Source: an optimization exercise on an open RTL-to-GDS flow (aim: small area, a short achievable clock period and few clock cycles per item). Production flows keep margins and buffers that such runs may drop. Only simulation tests tie the RTL to the original design; equivalence was not proved.

Setup of maple:
==> flow/design.v (excerpt) <==
module cosine_vector_similarity #(
  parameter int unsigned MAX_DIM = 4096
) (
  input  logic               clk_i,
  input  logic               rst_ni,
  input  logic               in_valid_i,
  output logic               in_ready_o,
  input  logic signed [15:0] a_elem_i,
  input  logic signed [15:0] b_elem_i,
  input  logic               last_pair_i,
  output logic               out_valid_o,
  input  logic               out_ready_i,
  output logic signed [31:0] similarity_o,
  output logic               zero_norm_o
);
export LEC_CHECK = 0
export CAP_MARGIN = 20
export CORE_MARGIN = 2
export CORE_UTILIZATION = 68
export SLEW_MARGIN = 20
create_clock -name core_clock -period 14.0 [get_ports {clk_i}]
standard.sh (not shown) runs the stock make flow with config.mk's settings and CLKGATE_MAP_FILE= SYNTH_SCRIPT=/design/flow/synth_recipe.tcl, a recipe that flattens the netlist after the stock synthesis.
==> flow/flow/run.sh <==
#!/bin/bash
set -euo pipefail
export SETUP_SLACK_MARGIN=8.5
bash standard.sh > standard.log 2>&1
Testbench counts of maple, summed over its fixed seeds: cycles 23,100, items 640.
For yarrow, these inputs were changed with respect to maple:
# maple
export LEC_CHECK = 0
export CAP_MARGIN = 20
export CORE_MARGIN = 2
export CORE_UTILIZATION = 68
export SLEW_MARGIN = 20
create_clock -name core_clock -period 14.0 [get_ports {clk_i}]
# yarrow
export LEC_CHECK = 0
export CAP_MARGIN = 20
export CORE_MARGIN = 2
export CORE_UTILIZATION = 55
export SLEW_MARGIN = 20
create_clock -name core_clock -period 14.0 [get_ports {clk_i}]
[summary]
Maximum frequency (higher): yarrow
Per the comparison of yarrow with maple, core area +24%; final area comparable; total global-route track usage dropped 5.7 points; maximum number of pins on one net before global-route repair saw a decrease.
Wire length on yarrow is behind maple.
The following lists how quartz was set up differently from yarrow:
# yarrow
export LEC_CHECK = 0
export CAP_MARGIN = 20
export CORE_MARGIN = 2
export CORE_UTILIZATION = 55
export SLEW_MARGIN = 20
create_clock -name core_clock -period 14.0 [get_ports {clk_i}]
# quartz
export LEC_CHECK = 0
export CAP_MARGIN = 20
export CORE_MARGIN = 2
export CORE_UTILIZATION = 55
export CTS_CLUSTER_DIAMETER = 100
export CTS_CLUSTER_SIZE = 20
export SLEW_MARGIN = 20
create_clock -name core_clock -period 14.0 [get_ports {clk_i}]
Results
quartz: done, clean on timing, DRC and antenna. Where setup slack is concerned, yarrow is outperformed by quartz. Compared with yarrow, quartz shows a lower largest fanout on the critical path.


lane 3:
cosine_vector_similarity again, from the RTL that the note above started with.
// cosine_vector_similarity
module cosine_vector_similarity #(
  parameter int unsigned MAX_DIM = 4096
) (
  input  logic               clk_i,
  input  logic               rst_ni,
  input  logic               in_valid_i,
  output logic               in_ready_o,
  input  logic signed [15:0] a_elem_i,
  input  logic signed [15:0] b_elem_i,
  input  logic               last_pair_i,
  output logic               out_valid_o,
  input  logic               out_ready_i,
  output logic signed [31:0] similarity_o,
  output logic               zero_norm_o
);
Settings: LEC_CHECK=0, CAP_MARGIN=20, CORE_MARGIN=2, CORE_UTILIZATION=55, SLEW_MARGIN=20; clock period 14.0 ns.
==> flow/flow/run.sh <==
#!/bin/bash
set -euo pipefail
export SETUP_SLACK_MARGIN=8.8
bash standard.sh > standard.log 2>&1
Testbench counts of lane 3, summed over its fixed seeds: cycles 23,100, items 640.
diff inputs: lane 3 => lane 1
Settings: CTS_CLUSTER_SIZE now 24, previously not set; CTS_CLUSTER_DIAMETER now 80, previously not set.
==> flow/flow/run.sh <==
#!/bin/bash
set -euo pipefail
export SETUP_SLACK_MARGIN=8.5
bash standard.sh > standard.log 2>&1
==> summary.txt <==
- Re number of pins exceeding their max-slew limit in the final report: no difference whatsoever between lane 1 and lane 3.
- [compare] base=lane 3 new=lane 1: worst setup slack now sits lower, first-pass GRT wire length now sits lower, time the worst path needs with I/O delays and setup now sits higher, post-route cell area now sits lower.
- The core of lane 1 is less densely filled than that of lane 3.
- Going from lane 3 to lane 1, the area growth from synthesis to layout was found to have gone down by 5.0 points.
- When lane 1 is set beside lane 3, its post-route clock period utilization turns out to be 1.1 points larger.
- Summary of lane 1 over lane 3: routed length on met2 went down by 3.4%.

==> afterwards: timing with drivers on the ports <==
The flow's constraints put no driver on any port. The routed layouts listed below were extracted and timed again, unchanged, in two steps. Step 1, drivers: a clkbuf_16 drives clk_i and a buf_2 each remaining input, both assumed. Step 2 adds t to the input delays and takes it off the output delays; t is the mean of the earliest and latest rising clock arrival at the registers after step 1. Input paths then give back, and output paths get back, about the clock's delay inside the block. Slacks: ideal / step 1 / step 2; pairs: ideal / step 1.
run	t (ns)	slack for setup (ns)	worst slew at a driven data input, ns
maple	0.780	8.631 / 8.631 / 8.113	0.15
yarrow	0.793	8.670 / 8.670 / 7.990	0.04
quartz	0.773	8.683 / 8.683 / 7.993	0.04
lane 3	0.801	8.834 / 8.866 / 8.079	0.05
lane 1	0.756	8.679 / 8.679 / 8.012	0.04
After both steps setup and hold are still met in every run listed. The setup slack of lane 3, which loses most, moves by +0.032 ns with the drivers and by -0.755 ns with both steps.
